Background: an optimization exercise with open tools, aiming at small area, a short achievable clock period and few clock cycles per item. Do not read the settings as production practice. At most, simulation tests tie the RTL to the original design; equivalence was not proved.

==> try-maple: inputs <==
Design dual_velocity_pi_feedforward, start of the top module:
module dual_velocity_pi_feedforward (
	input  logic               clk,
	input  logic               arst_n,
	input  logic               sample_valid,
	output logic               sample_ready,
	input  logic signed [15:0] sample_target_a,
	input  logic signed [15:0] sample_target_b,
	input  logic signed [15:0] sample_speed_a,
	input  logic signed [15:0] sample_speed_b,
	output logic               command_valid,
	input  logic               command_ready,
	output logic signed [10:0] command_drive_a,
	output logic signed [10:0] command_drive_b,
	input  logic               cfg_valid,
	output logic               cfg_ready,
	input  logic [2:0]         cfg_index,
	input  logic [15:0]        cfg_data
);
==> module dual_velocity_pi_feedforward, before the edit <==
module dual_velocity_pi_feedforward (
	input  logic               clk,
	input  logic               arst_n,
	input  logic               sample_valid,
	output logic               sample_ready,
	input  logic signed [15:0] sample_target_a,
	input  logic signed [15:0] sample_target_b,
	input  logic signed [15:0] sample_speed_a,
	input  logic signed [15:0] sample_speed_b,
	output logic               command_valid,
	input  logic               command_ready,
	output logic signed [10:0] command_drive_a,
	output logic signed [10:0] command_drive_b,
	input  logic               cfg_valid,
	output logic               cfg_ready,
	input  logic [2:0]         cfg_index,
	input  logic [15:0]        cfg_data
);
	localparam int DEPTH = 5;
	localparam int QD = DEPTH + 1;
	localparam int CREDITS = QD + 1;
	dvpf_pkg::booth_t   kf, ka, kp, ki;
	logic               ki_top;
	logic [10:0]        lim_hi_n, lim_lo_n;
	logic [DEPTH-1:0]   vq;
	logic               push;
	logic signed [10:0] drive_a, drive_b;
	logic               accept, take, q0_free, ring_any;
	logic [4:0]         owed, owed_nx;
	logic [2:0]         head, tail, fill, head_inc, tail_inc, fill_free, fill_held;
	logic [21:0]        ring [QD];
	assign push          = vq[DEPTH-1];
	assign accept        = sample_valid & sample_ready;
	assign take          = command_valid & command_ready;
	assign q0_free       = !command_valid | command_ready;
	assign ring_any      = fill != 3'd0;
	assign head_inc      = (head == 3'(QD - 1)) ? 3'd0 : head + 3'd1;
	assign tail_inc      = (tail == 3'(QD - 1)) ? 3'd0 : tail + 3'd1;
	assign fill_free     = ring_any ? fill - 3'd1 + 3'(push) : 3'd0;
	assign fill_held     = fill + 3'(push);
	assign owed_nx       = owed + 5'(accept) - 5'(take);
	always_ff @(posedge clk or negedge arst_n) begin
		if (!arst_n) begin
			vq            <= '0;
			owed          <= '0;
			sample_ready  <= 1'b0;
			command_valid <= 1'b0;
			head          <= '0;
			tail          <= '0;
			fill          <= '0;
		end else begin
			vq           <= {vq[DEPTH-2:0], accept};
			owed         <= owed_nx;
			if (accept & !take)
				sample_ready <= owed < 5'(CREDITS - 1);
			else if (take & !accept)
				sample_ready <= owed < 5'(CREDITS + 1);
			else
				sample_ready <= owed < 5'(CREDITS);
			if (q0_free) begin
				command_valid <= ring_any | push;
				fill          <= fill_free;
				if (ring_any)
					head <= head_inc;
				if (ring_any & push)
					tail <= tail_inc;
			end else begin
				fill <= fill_held;
				if (push)
					tail <= tail_inc;
			end
		end
	end
	always_ff @(posedge clk) begin
		if (q0_free)
			{command_drive_a, command_drive_b} <= ring_any ? ring[head] : {drive_a, drive_b};
		if (push)
			ring[tail] <= {drive_a, drive_b};
	end
	dvpf_cfg u_cfg (
		.clk       (clk),
		.arst_n    (arst_n),
		.cfg_valid (cfg_valid),
		.cfg_ready (cfg_ready),
		.cfg_index (cfg_index),
		.cfg_data  (cfg_data),
		.kf        (kf),
		.ka        (ka),
		.kp        (kp),
		.ki        (ki),
		.ki_top    (ki_top),
		.lim_hi_n  (lim_hi_n),
		.lim_lo_n  (lim_lo_n)
	);
	dvpf_chan u_chan_a (
		.clk    (clk),
		.arst_n (arst_n),
		.v0     (vq[0]),
		.v2     (vq[2]),
		.kf_one (kf.one), .kf_two (kf.two), .kf_neg (kf.neg),
		.ka_one (ka.one), .ka_two (ka.two), .ka_neg (ka.neg),
		.kp_one (kp.one), .kp_two (kp.two), .kp_neg (kp.neg),
		.ki_one (ki.one), .ki_two (ki.two), .ki_neg (ki.neg),
		.ki_top (ki_top),
		.lim_hi_n (lim_hi_n),
		.lim_lo_n (lim_lo_n),
		.target (sample_target_a),
		.speed  (sample_speed_a),
		.drive  (drive_a)
	);
	dvpf_chan u_chan_b (
		.clk    (clk),
		.arst_n (arst_n),
		.v0     (vq[0]),
		.v2     (vq[2]),
		.kf_one (kf.one), .kf_two (kf.two), .kf_neg (kf.neg),
		.ka_one (ka.one), .ka_two (ka.two), .ka_neg (ka.neg),
		.kp_one (kp.one), .kp_two (kp.two), .kp_neg (kp.neg),
		.ki_one (ki.one), .ki_two (ki.two), .ki_neg (ki.neg),
		.ki_top (ki_top),
		.lim_hi_n (lim_hi_n),
		.lim_lo_n (lim_lo_n),
		.target (sample_target_b),
		.speed  (sample_speed_b),
		.drive  (drive_b)
	);
endmodule
Settings: LEC_CHECK=0, CAP_MARGIN=20, CORE_MARGIN=2, CORE_UTILIZATION=60, SLEW_MARGIN=20, SYNTH_HIERARCHICAL=1, SYNTH_MINIMUM_KEEP_SIZE=0; clock period 11.0 ns.
standard.sh (not shown) runs the stock make flow with config.mk's settings and CLKGATE_MAP_FILE= SYNTH_SCRIPT=/design/flow/synth_recipe.tcl, a recipe that flattens the netlist after the stock synthesis.
==> flow/flow/run.sh <==
#!/bin/bash
set -euo pipefail
bash standard.sh SETUP_SLACK_MARGIN=${SETUP_MARGIN:-7.5} \
	"BUFFER_PORTS_ARGS=-buffer_cell sky130_fd_sc_hd__buf_2" finish > standard.log 2>&1
==> try-onyx (differences from try-maple) <==
--- a/flow/design.v
+++ b/flow/design.v
@@ -5209,4 +5209,5 @@
 	logic [2:0]         head, tail, fill, head_inc, tail_inc, fill_free, fill_held;
 	logic [21:0]        ring [QD];
+	logic [21:0]        q0, q0_next;
 	assign push          = vq[DEPTH-1];
 	assign accept        = sample_valid & sample_ready;
@@ -5219,4 +5220,6 @@
 	assign fill_held     = fill + 3'(push);
 	assign owed_nx       = owed + 5'(accept) - 5'(take);
+	assign q0_next       = ring_any ? ring[head] : {drive_a, drive_b};
+	assign {command_drive_a, command_drive_b} = q0;
 	always_ff @(posedge clk or negedge arst_n) begin
 		if (!arst_n) begin
@@ -5237,6 +5240,6 @@
 			else
 				sample_ready <= owed < 5'(CREDITS);
+			command_valid <= (command_valid & !command_ready) | ring_any | push;
 			if (q0_free) begin
-				command_valid <= ring_any | push;
 				fill          <= fill_free;
 				if (ring_any)
@@ -5253,5 +5256,5 @@
 	always_ff @(posedge clk) begin
 		if (q0_free)
-			{command_drive_a, command_drive_b} <= ring_any ? ring[head] : {drive_a, drive_b};
+			q0 <= q0_next;
 		if (push)
 			ring[tail] <= {drive_a, drive_b};
==> flow/flow/run.sh (replaced) <==
#!/bin/bash
set -euo pipefail
bash standard.sh SETUP_SLACK_MARGIN=${SETUP_MARGIN:-7.7} \
	"BUFFER_PORTS_ARGS=-buffer_cell sky130_fd_sc_hd__buf_2" finish > standard.log 2>&1
- CORE_UTILIZATION: 60 -> 72
- PLACE_DENSITY: unset -> 0.78
==> try-lagoon (differences from try-maple) <==
==> flow/flow/run.sh (replaced) <==
#!/bin/bash
set -euo pipefail
bash standard.sh SETUP_SLACK_MARGIN=${SETUP_MARGIN:-7.0} finish > standard.log 2>&1
==> notes <==
- try-onyx went through all stages and came out clean. try-maple finished with timing, DRC and antenna clean. try-lagoon produced a clean layout.
- Against try-onyx, the register-to-register slack of try-lagoon is worse by 250 ps.
- Between try-lagoon and try-maple, the lower clock-buffer cell count is in try-lagoon (gap 3).
- First-iteration DRC count: try-maple is smaller than try-onyx (39%).
- Fmax: try-lagoon is smaller than try-onyx (about 9%).
- Final cell count, lowest first: try-onyx, try-lagoon, try-maple.
- Utilization: try-lagoon < try-maple < try-onyx.
- Critical path depth: try-lagoon is lower than try-onyx (13).
- In die area, try-maple and try-lagoon do not differ.
==> figures <==
                                                                                    try-maple              try-onyx          try-lagoon
Number of cells on the worst reg-to-reg path                                               15                    14                   7
Share of post-route cells with drive strength above 1                                   0.112                 0.147              0.0716
Status                                                               timing/DRC/antenna clean  timing/DRC/antenna clean  timing/DRC/antenna clean
Seq/total area                                                                          0.278                 0.274               0.279
Critical path depth                                                                         1                    14                   1
Portion of the clock cycle consumed by the worst path in the final layout               0.335                 0.327               0.358
Amount of wire on met3 after detailed routing                                        23300 um              39200 um            19100 um
Met3 track utilization from global routing                                             0.0673                 0.151              0.0576
Cell Rows                                                                                 144                   131                 144
Post-CTS resize count                                                                     193                   292                   8
Complex-gate fraction of the synthesized area                                           0.139                 0.139               0.139
Number of DRC markers after the initial detailed-route iteration                         5584                  9152                5185
Largest net degree at the start of global routing                                          79                    69                  81
Critical path launch point                                                 command_drive_a[7]  u_chan_b.integ_q[11]  command_drive_a[8]
Number of antenna violations at the first check in global routing                           4                    17                   2
Testbench counts of try-maple, summed over its fixed seeds: cycles 16,224, items 16,000.
Testbench counts of try-lagoon, summed over its fixed seeds: cycles 16,224, items 16,000.
No functional check of the RTL was part of try-onyx.

* * *

==> inputs of branch nickel <==
Another version of the RTL of dual_velocity_pi_feedforward (not shown whole).
==> flow/config.mk <==
export PLATFORM = sky130hd
export DESIGN_NAME = dual_velocity_pi_feedforward
export DESIGN_NICKNAME = dual_velocity_pi_feedforward
export VERILOG_FILES = /design/flow/design.v
export SDC_FILE = /design/flow/constraint.sdc
export NUM_CORES = 4
export LEC_CHECK = 0
export CAP_MARGIN = 20
export CORE_MARGIN = 2
export CORE_UTILIZATION = 60
export CTS_CLUSTER_DIAMETER = 90
export CTS_CLUSTER_SIZE = 28
export SLEW_MARGIN = 20
export SYNTH_HIERARCHICAL = 1
export SYNTH_MINIMUM_KEEP_SIZE = 0
==> flow/constraint.sdc <==
create_clock -name core_clock -period 11.0 [get_ports {clk}]
set_input_delay 2.2000 -clock core_clock [delete_from_list [all_inputs] [get_ports {clk}]]
set_output_delay 2.2000 -clock core_clock [all_outputs]
set_load 0.01 [all_outputs]
==> flow/flow/run.sh <==
#!/bin/bash
set -euo pipefail
bash standard.sh SETUP_SLACK_MARGIN=${SETUP_MARGIN:-7.6} \
	"BUFFER_PORTS_ARGS=-buffer_cell sky130_fd_sc_hd__buf_2" finish > standard.log 2>&1
==> inputs of branch willow, as changes to branch nickel <==
==> flow/flow/run.sh (replaced) <==
#!/bin/bash
set -euo pipefail
bash standard.sh SETUP_SLACK_MARGIN=${SETUP_MARGIN:-7.7} \
	"BUFFER_PORTS_ARGS=-buffer_cell sky130_fd_sc_hd__buf_2" finish > standard.log 2>&1
CTS_CLUSTER_DIAMETER = 100   (was 90)
CTS_CLUSTER_SIZE = 30   (was 28)
==> inputs of branch delta, as changes to branch nickel <==
--- a/flow/design.v
+++ b/flow/design.v
@@ -44,35 +44,46 @@
 	output dvpf_pkg::booth_t                     ki,
 	output logic                                 ki_top,
 	output logic [dvpf_pkg::LIMIT_WIDTH-1:0]     lim_hi_n,
 	output logic [dvpf_pkg::LIMIT_WIDTH-1:0]     lim_lo_n
 );
-	dvpf_pkg::booth_t enc;
+	dvpf_pkg::booth_t                     enc;
+	logic                                 wr_q;
+	logic [dvpf_pkg::CFG_INDEX_WIDTH-1:0] idx_q;
+	logic [dvpf_pkg::CFG_DATA_WIDTH-1:0]  data_q;
 	assign cfg_ready = 1'b1;
-	assign enc       = dvpf_pkg::booth_encode(cfg_data);
+	assign enc       = dvpf_pkg::booth_encode(data_q);
+	always_ff @(posedge clk) begin
+		idx_q  <= cfg_index;
+		data_q <= cfg_data;
+	end
 	always_ff @(posedge clk or negedge arst_n) begin
 		if (!arst_n) begin
+			wr_q   <= 1'b0;
 			kf     <= '0;
 			ka     <= '0;
 			kp     <= '0;
 			ki     <= '0;
 			ki_top <= 1'b0;
 			lim_hi_n <= ~dvpf_pkg::INTEG_UPPER_RST;
 			lim_lo_n <= ~dvpf_pkg::INTEG_LOWER_RST;
-		end else if (cfg_valid) begin
-			case (cfg_index)
-				dvpf_pkg::REG_FF_GAIN:     kf <= enc;
-				dvpf_pkg::REG_ACCEL_GAIN:  ka <= enc;
-				dvpf_pkg::REG_PROP_GAIN:   kp <= enc;
-				dvpf_pkg::REG_ISTEP_GAIN: begin
-					ki     <= enc;
-					ki_top <= cfg_data[15];
-				end
-				dvpf_pkg::REG_INTEG_UPPER: lim_hi_n <= ~cfg_data[dvpf_pkg::LIMIT_WIDTH-1:0];
-				dvpf_pkg::REG_INTEG_LOWER: lim_lo_n <= ~cfg_data[dvpf_pkg::LIMIT_WIDTH-1:0];
-				default: ;
-			endcase
+		end else begin
+			wr_q <= cfg_valid;
+			if (wr_q) begin
+				case (idx_q)
+					dvpf_pkg::REG_FF_GAIN:     kf <= enc;
+					dvpf_pkg::REG_ACCEL_GAIN:  ka <= enc;
+					dvpf_pkg::REG_PROP_GAIN:   kp <= enc;
+					dvpf_pkg::REG_ISTEP_GAIN: begin
+						ki     <= enc;
+						ki_top <= data_q[15];
+					end
+					dvpf_pkg::REG_INTEG_UPPER: lim_hi_n <= ~data_q[dvpf_pkg::LIMIT_WIDTH-1:0];
+					dvpf_pkg::REG_INTEG_LOWER: lim_lo_n <= ~data_q[dvpf_pkg::LIMIT_WIDTH-1:0];
+					default: ;
+				endcase
+			end
 		end
 	end
 endmodule
 module dvpf_chan (
 	input  logic               clk,
@@ -5178,14 +5189,11 @@
 	assign p = ~(ph | pl);
 endmodule
 module dvpf_gcp (input logic gh, ph, gl, output logic g);
 	assign g = ~(gh & (ph | gl));
 endmodule
-module dual_velocity_pi_feedforward #(
-	parameter int SPEED_WIDTH    = 16,
-	parameter int GAIN_FRAC_BITS = 8
-) (
+module dual_velocity_pi_feedforward (
 	input  logic               clk,
 	input  logic               arst_n,
 	input  logic               sample_valid,
 	output logic               sample_ready,
 	input  logic signed [15:0] sample_target_a,
==> flow/flow/run.sh (replaced) <==
#!/bin/bash
set -euo pipefail
bash standard.sh SETUP_SLACK_MARGIN=${SETUP_MARGIN:-7.5} \
	"BUFFER_PORTS_ARGS=-buffer_cell sky130_fd_sc_hd__buf_2" finish > standard.log 2>&1
ABC_AREA = 1   (was default)
==> results.txt <==
Branch willow finished but fails on antenna violations. Branch nickel ran to the end with no violations. Branch delta passed the timing, design-rule and antenna checks. The highest final cell count belongs to branch delta, the lowest to branch nickel. Against branch willow, the sequential share of layout area of branch nickel is higher by 0.26 points. Non-clock buffer count: branch delta > branch willow > branch nickel. In register-to-register slack, branch willow and branch nickel hardly differ. Count of clock-buffer cells in the layout: branch willow < branch delta < branch nickel. Maximum frequency: branch delta < branch willow < branch nickel. Via count: branch nickel is lower than branch willow (about 1%).
Testbench counts of branch nickel, summed over its fixed seeds: cycles 16,224, items 16,000.
Testbench counts of branch willow, summed over its fixed seeds: cycles 16,224, items 16,000.
Testbench counts of branch delta, summed over its fixed seeds: cycles 16,224, items 16,000.

## re-timing with driven ports
Ports are ideal in the flow. The routed layouts listed here were re-timed in OpenROAD. Step 1: set_driving_cell puts a clkbuf_16 on clk and a buf_2 on each other input, an assumption about the parent block. Step 2 moves the port delays by t, midway between the first and last clock arrival at a register: inputs arrive t later, outputs are due t later. That takes back most of the time a late clock gives input paths. Slacks: ideal / step 1 / step 2; pairs: ideal / step 1.
| run | shift t [ns] | setup WS [ns] | worst setup path at the end | worst slew at a driven data input, ns |
|---|---|---|---|---|
| try-maple | 0.856 | 7.314 / 7.236 / 7.153 | input, reset recovery | 0.08 |
| try-onyx | 0.853 | 7.402 / 7.375 / 7.124 | input, reset recovery | 0.05 |
| try-lagoon | 0.861 | 7.059 / 6.970 / 6.659 | input to register | 0.07 |
| branch nickel | 0.789 | 7.554 / 7.460 / 7.022 | input to register | 0.13 |
| branch willow | 0.821 | 7.539 / 7.447 / 7.115 | input to register | 0.14 |
| branch delta | 0.796 | 7.482 / 7.403 / 7.071 | input, reset recovery | 0.05 |
For branch nickel, which loses most, drivers alone change the setup slack by -0.094 ns; drivers and shift together by -0.532 ns. The worst setup slack also covers recovery checks on asynchronous resets.
